This is an optimization exercise on Yosys and OpenROAD, whose aim is small area, not a production implementation.
In this exercise RTL edits were held to simulation tests only and were not proved equivalent to the original.

==> design/flow/design.v <==
package isaPkg;
	localparam int WordWidth = 32;
	localparam int IAddrWidth = 8;
	localparam int DAddrWidth = 8;
	localparam int RegIdxWidth = 5;
	typedef logic [WordWidth-1:0] word_t;
	typedef logic [IAddrWidth-1:0] iaddr_t;
	typedef logic [DAddrWidth-1:0] daddr_t;
	typedef logic [RegIdxWidth-1:0] regIdx_t;
	localparam logic [5:0] OpRType = 6'b000000;
	localparam logic [5:0] OpAddi = 6'b001000;
	localparam logic [5:0] OpSubi = 6'b001001;
	localparam logic [5:0] OpAndi = 6'b001100;
	localparam logic [5:0] OpOri = 6'b001101;
	localparam logic [5:0] OpLw = 6'b100011;
	localparam logic [5:0] OpSw = 6'b101011;
	localparam logic [5:0] OpJpc = 6'b000010;
	localparam logic [5:0] OpBrfl = 6'b000100;
	localparam logic [5:0] OpCall = 6'b000011;
	localparam logic [5:0] OpRet = 6'b000001;
	localparam logic [5:0] OpHalt = 6'b111111;
	localparam logic [5:0] FnAdd = 6'b100000;
	localparam logic [5:0] FnSub = 6'b100010;
	localparam logic [5:0] FnAnd = 6'b100100;
	localparam logic [5:0] FnOr = 6'b100101;
	localparam logic [5:0] FnSlt = 6'b101010;
	localparam logic [5:0] FnMul = 6'b011000;
	localparam int OpcodeMsb = 31;
	localparam int OpcodeLsb = 26;
	localparam int RsMsb = 25;
	localparam int RsLsb = 21;
	localparam int RtMsb = 20;
	localparam int RtLsb = 16;
	localparam int RdMsb = 15;
	localparam int RdLsb = 11;
	localparam int FunctMsb = 5;
	localparam int FunctLsb = 0;
	localparam int ImmMsb = 15;
	localparam int ImmLsb = 0;
	localparam int TargetMsb = 7;
	localparam int TargetLsb = 0;
endpackage
package ctrlPkg;
	typedef enum logic [2:0] {
		AluAdd = 3'd0,
		AluSub = 3'd1,
		AluAnd = 3'd2,
		AluOr = 3'd3,
		AluSlt = 3'd4,
		AluMul = 3'd5,
		AluFunct = 3'd6
	} aluOp_t;
	typedef enum logic [1:0] {
		PcNext = 2'd0,
		PcBranch = 2'd1,
		PcJump = 2'd2,
		PcReturn = 2'd3
	} pcSrc_t;
	typedef enum logic {
		OpbReg = 1'b0,
		OpbImm = 1'b1
	} opbSel_t;
	typedef enum logic [2:0] {
		StFetch = 3'd0,
		StDecode = 3'd1,
		StExecute = 3'd2,
		StMemory = 3'd3,
		StWriteback = 3'd4
	} stage_t;
	localparam int StackDepth = 8;
endpackage
module aluUnit (
	input ctrlPkg::aluOp_t op,
	input logic [5:0] funct,
	input isaPkg::word_t a,
	input isaPkg::word_t b,
	output isaPkg::word_t result,
	output logic zero
);
	ctrlPkg::aluOp_t effOp;
	always_comb
	begin
		effOp = op;
		if (op == ctrlPkg::AluFunct)
		begin
			case (funct)
				isaPkg::FnSub: effOp = ctrlPkg::AluSub;
				isaPkg::FnAnd: effOp = ctrlPkg::AluAnd;
				isaPkg::FnOr: effOp = ctrlPkg::AluOr;
				isaPkg::FnSlt: effOp = ctrlPkg::AluSlt;
				isaPkg::FnMul: effOp = ctrlPkg::AluMul;
				default: effOp = ctrlPkg::AluAdd;
			endcase
		end
	end
	always_comb
	begin
		case (effOp)
			ctrlPkg::AluSub:
				result = a - b;
			ctrlPkg::AluAnd:
				result = a & b;
			ctrlPkg::AluOr:
				result = a | b;
			ctrlPkg::AluSlt:
				result = ($signed(a) < $signed(b)) ? isaPkg::word_t'(1) : '0;
			ctrlPkg::AluMul:
				result = a * b;
			default:
				result = a + b;
		endcase
	end
	assign zero = result == '0;
endmodule
module registerFile (
	input logic clk,
	input logic reset,
	input isaPkg::regIdx_t readIdxA,
	input isaPkg::regIdx_t readIdxB,
	output isaPkg::word_t readDataA,
	output isaPkg::word_t readDataB,
	input logic writeEn,
	input isaPkg::regIdx_t writeIdx,
	input isaPkg::word_t writeData
);
	localparam int NumRegs = 2 ** isaPkg::RegIdxWidth;
	isaPkg::word_t regs [NumRegs];
	always_ff @(posedge clk)
	begin
		if (reset)
		begin
			for (int i = 0; i < NumRegs; i++)
				regs[i] <= '0;
		end
		else if (writeEn && writeIdx != '0)
			regs[writeIdx] <= writeData;
	end
	assign readDataA = (readIdxA == '0) ? '0 : regs[readIdxA];
	assign readDataB = (readIdxB == '0) ? '0 : regs[readIdxB];
endmodule
module returnStack #(
	parameter int Depth = ctrlPkg::StackDepth
) (
	input logic clk,
	input logic reset,
	input logic push,
	input logic pop,
	input isaPkg::iaddr_t pushAddr,
	output isaPkg::iaddr_t topAddr
);
	localparam int PtrWidth = (Depth > 1) ? $clog2(Depth) : 1;
	isaPkg::iaddr_t entries [Depth];
	logic [PtrWidth-1:0] ptr;
	logic [PtrWidth-1:0] topPtr;
	logic [PtrWidth:0] count;
	assign topPtr = (ptr == '0) ? PtrWidth'(Depth - 1) : ptr - 1'b1;
	assign topAddr = (count == '0) ? '0 : entries[topPtr];
	always_ff @(posedge clk)
	begin
		if (reset)
		begin
			ptr <= '0;
			count <= '0;
		end
		else if (push)
		begin
			ptr <= (ptr == PtrWidth'(Depth - 1)) ? '0 : ptr + 1'b1;
			if (count != (PtrWidth + 1)'(Depth))
				count <= count + 1'b1;
		end
		else if (pop && count != '0)
		begin
			ptr <= topPtr;
			count <= count - 1'b1;
		end
	end
	always_ff @(posedge clk)
	begin
		if (push)
			entries[ptr] <= pushAddr;
	end
endmodule
module controlUnit (
	input logic clk,
	input logic reset,
	input logic [5:0] opcode,
	input logic [5:0] funct,
	input logic aluZero,
	output ctrlPkg::stage_t stage,
	output ctrlPkg::aluOp_t aluOp,
	output ctrlPkg::opbSel_t opbSel,
	output logic regDst,
	output logic memToReg,
	output logic memRead,
	output logic memWrite,
	output logic regWrite,
	output logic push,
	output logic pop,
	output logic pcWrite,
	output ctrlPkg::pcSrc_t pcSrc,
	output logic halted
);
	logic isLoad;
	logic isStore;
	logic writesReg;
	logic pushesRet;
	logic popsRet;
	logic isHalt;
	logic functValid;
	logic atMemory;
	logic atWriteback;
	logic active;
	always_ff @(posedge clk)
	begin
		if (reset)
		begin
			stage <= ctrlPkg::StFetch;
			halted <= 1'b0;
		end
		else
		begin
			if (stage == ctrlPkg::StWriteback)
				stage <= ctrlPkg::StFetch;
			else
				stage <= ctrlPkg::stage_t'(stage + 3'd1);
			if (atWriteback && isHalt)
				halted <= 1'b1;
		end
	end
	assign functValid = (funct == isaPkg::FnAdd) || (funct == isaPkg::FnSub) ||
		(funct == isaPkg::FnAnd) || (funct == isaPkg::FnOr) ||
		(funct == isaPkg::FnSlt) || (funct == isaPkg::FnMul);
	always_comb
	begin
		aluOp = ctrlPkg::AluAdd;
		opbSel = ctrlPkg::OpbReg;
		pcSrc = ctrlPkg::PcNext;
		regDst = 1'b0;
		memToReg = 1'b0;
		isLoad = 1'b0;
		isStore = 1'b0;
		writesReg = 1'b0;
		pushesRet = 1'b0;
		popsRet = 1'b0;
		isHalt = 1'b0;
		case (opcode)
			isaPkg::OpRType:
			begin
				aluOp = ctrlPkg::AluFunct;
				regDst = 1'b1;
				writesReg = functValid;
			end
			isaPkg::OpAddi, isaPkg::OpSubi, isaPkg::OpAndi, isaPkg::OpOri:
			begin
				opbSel = ctrlPkg::OpbImm;
				writesReg = 1'b1;
				case (opcode)
					isaPkg::OpSubi: aluOp = ctrlPkg::AluSub;
					isaPkg::OpAndi: aluOp = ctrlPkg::AluAnd;
					isaPkg::OpOri: aluOp = ctrlPkg::AluOr;
					default: aluOp = ctrlPkg::AluAdd;
				endcase
			end
			isaPkg::OpLw:
			begin
				opbSel = ctrlPkg::OpbImm;
				memToReg = 1'b1;
				isLoad = 1'b1;
				writesReg = 1'b1;
			end
			isaPkg::OpSw:
			begin
				opbSel = ctrlPkg::OpbImm;
				isStore = 1'b1;
			end
			isaPkg::OpJpc:
				pcSrc = ctrlPkg::PcJump;
			isaPkg::OpBrfl:
			begin
				aluOp = ctrlPkg::AluSub;
				pcSrc = aluZero ? ctrlPkg::PcBranch : ctrlPkg::PcNext;
			end
			isaPkg::OpCall:
			begin
				pushesRet = 1'b1;
				pcSrc = ctrlPkg::PcJump;
			end
			isaPkg::OpRet:
			begin
				popsRet = 1'b1;
				pcSrc = ctrlPkg::PcReturn;
			end
			isaPkg::OpHalt:
				isHalt = 1'b1;
			default:
				pcSrc = ctrlPkg::PcNext;
		endcase
	end
	assign atMemory = stage == ctrlPkg::StMemory;
	assign atWriteback = stage == ctrlPkg::StWriteback;
	assign active = !halted;
	assign memRead = isLoad && atMemory && active;
	assign memWrite = isStore && atMemory && active;
	assign regWrite = writesReg && atWriteback && active;
	assign push = pushesRet && atWriteback && active;
	assign pop = popsRet && atWriteback && active;
	assign pcWrite = !isHalt && atWriteback && active;
endmodule
module cpuCore (
	input logic clk,
	input logic reset,
	output isaPkg::iaddr_t instrAddr,
	input isaPkg::word_t instrData,
	output isaPkg::daddr_t memAddr,
	output isaPkg::word_t memWriteData,
	input isaPkg::word_t memReadData,
	output logic memRead,
	output logic memWrite,
	output logic halted
);
	isaPkg::iaddr_t pc;
	isaPkg::iaddr_t pcPlusOne;
	isaPkg::iaddr_t branchTarget;
	isaPkg::iaddr_t jumpTarget;
	isaPkg::iaddr_t nextPc;
	isaPkg::iaddr_t topAddr;
	isaPkg::word_t instr;
	isaPkg::word_t regA;
	isaPkg::word_t regB;
	isaPkg::word_t readDataA;
	isaPkg::word_t readDataB;
	isaPkg::word_t immExt;
	isaPkg::word_t opB;
	isaPkg::word_t aluOut;
	isaPkg::word_t aluResult;
	isaPkg::word_t memData;
	isaPkg::word_t writeData;
	isaPkg::regIdx_t rsIdx;
	isaPkg::regIdx_t rtIdx;
	isaPkg::regIdx_t rdIdx;
	isaPkg::regIdx_t writeIdx;
	logic [5:0] opcode;
	logic [5:0] funct;
	ctrlPkg::stage_t stage;
	ctrlPkg::aluOp_t aluOp;
	ctrlPkg::opbSel_t opbSel;
	ctrlPkg::pcSrc_t pcSrc;
	logic regDst;
	logic memToReg;
	logic regWrite;
	logic push;
	logic pop;
	logic pcWrite;
	logic aluZero;
	assign opcode = instr[isaPkg::OpcodeMsb:isaPkg::OpcodeLsb];
	assign rsIdx = instr[isaPkg::RsMsb:isaPkg::RsLsb];
	assign rtIdx = instr[isaPkg::RtMsb:isaPkg::RtLsb];
	assign rdIdx = instr[isaPkg::RdMsb:isaPkg::RdLsb];
	assign funct = instr[isaPkg::FunctMsb:isaPkg::FunctLsb];
	assign immExt = {{(isaPkg::WordWidth - isaPkg::ImmMsb - 1){instr[isaPkg::ImmMsb]}},
		instr[isaPkg::ImmMsb:isaPkg::ImmLsb]};
	assign jumpTarget = instr[isaPkg::TargetMsb:isaPkg::TargetLsb];
	assign pcPlusOne = pc + 1'b1;
	assign branchTarget = pcPlusOne + immExt[isaPkg::IAddrWidth-1:0];
	always_comb
	begin
		case (pcSrc)
			ctrlPkg::PcBranch: nextPc = branchTarget;
			ctrlPkg::PcJump: nextPc = jumpTarget;
			ctrlPkg::PcReturn: nextPc = topAddr;
			default: nextPc = pcPlusOne;
		endcase
	end
	always_ff @(posedge clk)
	begin
		if (reset)
			pc <= '0;
		else if (pcWrite)
			pc <= nextPc;
	end
	assign instrAddr = pc;
	always_ff @(posedge clk)
	begin
		case (stage)
			ctrlPkg::StFetch:
				instr <= instrData;
			ctrlPkg::StDecode:
			begin
				regA <= readDataA;
				regB <= readDataB;
			end
			ctrlPkg::StExecute:
				aluResult <= aluOut;
			ctrlPkg::StMemory:
				memData <= memReadData;
			default:
				instr <= instr;
		endcase
	end
	assign opB = (opbSel == ctrlPkg::OpbImm) ? immExt : regB;
	assign writeIdx = regDst ? rdIdx : rtIdx;
	assign writeData = memToReg ? memData : aluResult;
	assign memAddr = aluResult[isaPkg::DAddrWidth-1:0];
	assign memWriteData = regB;
	controlUnit ctrl (
		.clk(clk),
		.reset(reset),
		.opcode(opcode),
		.funct(funct),
		.aluZero(aluZero),
		.stage(stage),
		.aluOp(aluOp),
		.opbSel(opbSel),
		.regDst(regDst),
		.memToReg(memToReg),
		.memRead(memRead),
		.memWrite(memWrite),
		.regWrite(regWrite),
		.push(push),
		.pop(pop),
		.pcWrite(pcWrite),
		.pcSrc(pcSrc),
		.halted(halted)
	);
	aluUnit alu (
		.op(aluOp),
		.funct(funct),
		.a(regA),
		.b(opB),
		.result(aluOut),
		.zero(aluZero)
	);
	registerFile regs (
		.clk(clk),
		.reset(reset),
		.readIdxA(rsIdx),
		.readIdxB(rtIdx),
		.readDataA(readDataA),
		.readDataB(readDataB),
		.writeEn(regWrite),
		.writeIdx(writeIdx),
		.writeData(writeData)
	);
	returnStack stack (
		.clk(clk),
		.reset(reset),
		.push(push),
		.pop(pop),
		.pushAddr(pcPlusOne),
		.topAddr(topAddr)
	);
endmodule
==> design/flow/run.sh <==
#!/bin/bash
# synth_recipe.tcl (not shown) runs the flow's synth.tcl, then flattens the netlist and writes it again
# the make line also repeats each setting of config.mk as NAME=value (left out here)
make -C /OpenROAD-flow-scripts/flow DESIGN_CONFIG=/design/flow/config.mk WORK_HOME=/design/flow/orfs CLKGATE_MAP_FILE= SYNTH_SCRIPT=/design/flow/synth_recipe.tcl finish
==> design/flow/config.mk <==
export PLATFORM = sky130hd
export DESIGN_NAME = cpuCore
export DESIGN_NICKNAME = cpuCore
export VERILOG_FILES = /design/flow/design.v
export SDC_FILE = /design/flow/constraint.sdc
export NUM_CORES = 4
export LEC_CHECK = 0
export CAP_MARGIN = 20
export CORE_MARGIN = 2
export CORE_UTILIZATION = 40
export SLEW_MARGIN = 20
==> design/flow/constraint.sdc <==
create_clock -name core_clock -period 10.5 [get_ports {clk}]
set_input_delay 2.1000 -clock core_clock [delete_from_list [all_inputs] [get_ports {clk}]]
set_output_delay 2.1000 -clock core_clock [all_outputs]
set_load 0.01 [all_outputs]
==> out/metrics.yaml <==
status: "complete, no violations"
worst_slew_pin_slew_ns: 1.14
drc_errors: 0
hold_ws_ns: 0.496
critical_path_class: "flip-flop to flip-flop"
busiest_layer: "met2"
slowest_delay_ns: 0.70
clockBufferDepth: 3
r2r-start: "instr[31]"
h-tree-depth: 4
worstPathRequired_ns: 11.18
clock_skew_ns: 0.0427
die_w_um: 456
async_reset_ff_frac: 0
period_needed_ns: 10.23
layout.nets: 7163
yosys_warnings: 5
hp-start: "ctrl.stage[0]"
gr-total-overflow: 0
drt_first_pass_iters: 5
synthToLayoutAreaGrowth_pct: 12.2
critical_path.most_common_cell: "fa_1"
grt_max_degree: 139
rsz0062_at_grt: "no"
grtUsageMet2: 0.467
synthCells: 6403
max_cap_viol_count: 0
via_count: 57600
yosys_register_bits: 1267
die_h_um: 456
clock_latency_ns: 0.79
synth_area_um2: 81800
setup_viol: 0
clkSinkCount: 1267
r2r-end: "pc[4]"
ys_types: 105
dp_hpwl_mm: 201
tns_ns: 0
grt_pass1_vias: 58800
rrSetupSlack_ns: 0.27
r2r_cells: 34
rows: 165
post-route-period-util: 0.974
yosys.area.top_type: "edfxtp_1"
placed_area_um2: 87100
dieArea_um2: 208000
cts_tree: "done"
portBuffers: 116
synth_area_per_cell_um2: 12.8
avgRoutedWirePerCell_um: 32.7
hold_class: "flip-flop to flip-flop"
met1_usage: 0.356
timing.critical_path.buf_inv: 8
synth_edf_count: 1248
final_common_cell: "nor2_1"
cts_setup_buffers: 0
critPathLaunchType: "flip-flop"
cp_top_family: "adder cells"
synth_area_leaders: "edfxtp_1, mux4_2, fa_1"
slowest_stage: "o41ai_1"
synth_seq_area_share: 0.463
grt_use_met3: 0.0654
track_usage: 0.287
drive_above_1_share: 0.194
fin_area_um2: 91700
hold_depth: 1
whs_endpoint: "ctrl.stage[0]"
crit_arrival_ns: 10.91
vias_per_cell: 6.23
drt_iter0_markers: 7834
cts-buffers-inserted: 140
fmax_mhz: 97.8
slew-limit-headroom: 0.238
cts-root-buf: "clkbuf_16"
wirelength_mm: 302
ant_nets: 0
ys.flop_type: "edfxtp_1"
antenna_found_initial: 4
grt_pass1_wl_mm: 426
path_clk_slew_ns: 0.06
globalplace.congestion: 1.03
slew_violations: 0
synth_top_area_share: 0.458
core_area_um2: 203000
mostFrequentLayoutCells: "nor2_1, edfxtp_1, mux4_2"
pin_count: 117
hold_violations: 0
crit_fanout: 19
cp-end-kind: "flip-flop"
initial_core_util: 0.403
## metrics by stage
step | utilization | std cells | setup slack, ns
6_report | 0.452 | 9239 | 0.275
5_1_grt | 0.452 | 9233 | 0.0435
4_1_cts | 0.451 | 9227 | 0.117
3_5_place_dp | 0.430 | 8970 | 0.160
3_3_place_gp | 0.429 | 8964 | 0.249
2_1_floorplan | - | 6434 | 0.446
## registers in the layout, indices dropped and copies added, names as in the netlist
name / flops
pc: 8
instr: 32
stack.ptr: 3
regB: 32
ctrl.halted: 1
regs.regs: 1024
stack.count: 4
memData: 32
stack.entries: 64
ctrl.stage: 3
regA: 32
aluResult: 32
## worst max path at each step
stage | startpoint | endpoint | slack, ns | cells after the start
final | instr[31] | pc[4] | 0.27 | 34
after global placement | instr[31] | pc[4] | 0.25 | 31
after detailed placement | instr[27] | pc[4] | 0.16 | 31
after floorplan | instr[27] | pc[4] | 0.45 | 36
after CTS | instr[27] | pc[4] | 0.12 | 31
after global routing | instr[31] | pc[5] | 0.04 | 33
## metal layers
metal  vias up  part of all wire
li1      23200                 -
met1     29700              0.35
met2      3795              0.47
met3       917              0.11
met4         2             0.066
met5         -          0.000043
## Yosys cell counts (all sizes together) (9+ instances only)
cell and number:
o21bai 12, a21boi 9, nor2 1345, buf 100
inv 400, nand2 556, o21a 25, clkbuf 405
o31ai 10, nor2b 21, a22oi 10, nor4 17
o221ai 13, nand2b 48, xnor2 76, mux2i 76
mux4 648, a21o 35, fa 412, and2 17
nor3 61, o21ai 83, nand3 30, clkinv 17
and3 13, o211ai 24, dfxtp 19, a21oi 138
a211oi 33, edfxtp 1248, or2 10, xor2 28
a31oi 15, a221oi 30, or3 12, a211o 9
ha 239, a2111oi 12
## area by class of cell
cell class,count,area [µm²]
multi-input cells,4246,41200
clock buffers,182,3750
well taps,2672,3340
repair buffers,374,3370
fillers,18200,111000
diodes,6,15.0
clock inverters,75,609
inverters,417,1570
flip-flops and latches,1267,37900
## logic make-up (layout without fill, tap and decap cells)
family,Yosys count,in the layout,synth area share
AO/OA/AOI/OAI,546,547,0.0470
XOR/XNOR,104,104,0.0111
adder cells (fa/ha/maj),651,651,0.137
buffers and inverters,922,1048,0.0437
flip-flops,1267,1267,0.463
multiplexers,725,725,0.188
other,1,38,0.0000459
AND/OR/NAND/NOR,2187,2187,0.110
## timing repair
action / 4_1_cts / 5_1_grt
resized for setup: 0 / 27
setup endpoints to repair: 0 / 8
hold buffers: 0 / 0

what the ideal ports hide:
In the flow no input, the clock included, has a driving cell. The finished layout below was timed again as built, in two steps.
Step 1: set_driving_cell puts a clkbuf_16 on clk and a buf_2 on each other input, an assumption about the parent block.
Step 2 times the ports against the registers' clock, not the clock port: input delays grow and output delays shrink by t, the midpoint of the rising clock arrivals with the driver on.
Three values: ideal ports, drivers, drivers and shift; two values: the first two.
t (ns): 0.863
setup slack, ns: 0.275 / 0.275 / 0.275
hold slack, ns: 0.496 / 0.496 / 0.496
worst data-port slew with drivers (ns): 0.08
After both steps setup and hold are still met in this run. The setup slack of this run moves by 0.000 ns with the drivers and by 0.000 ns with both steps.
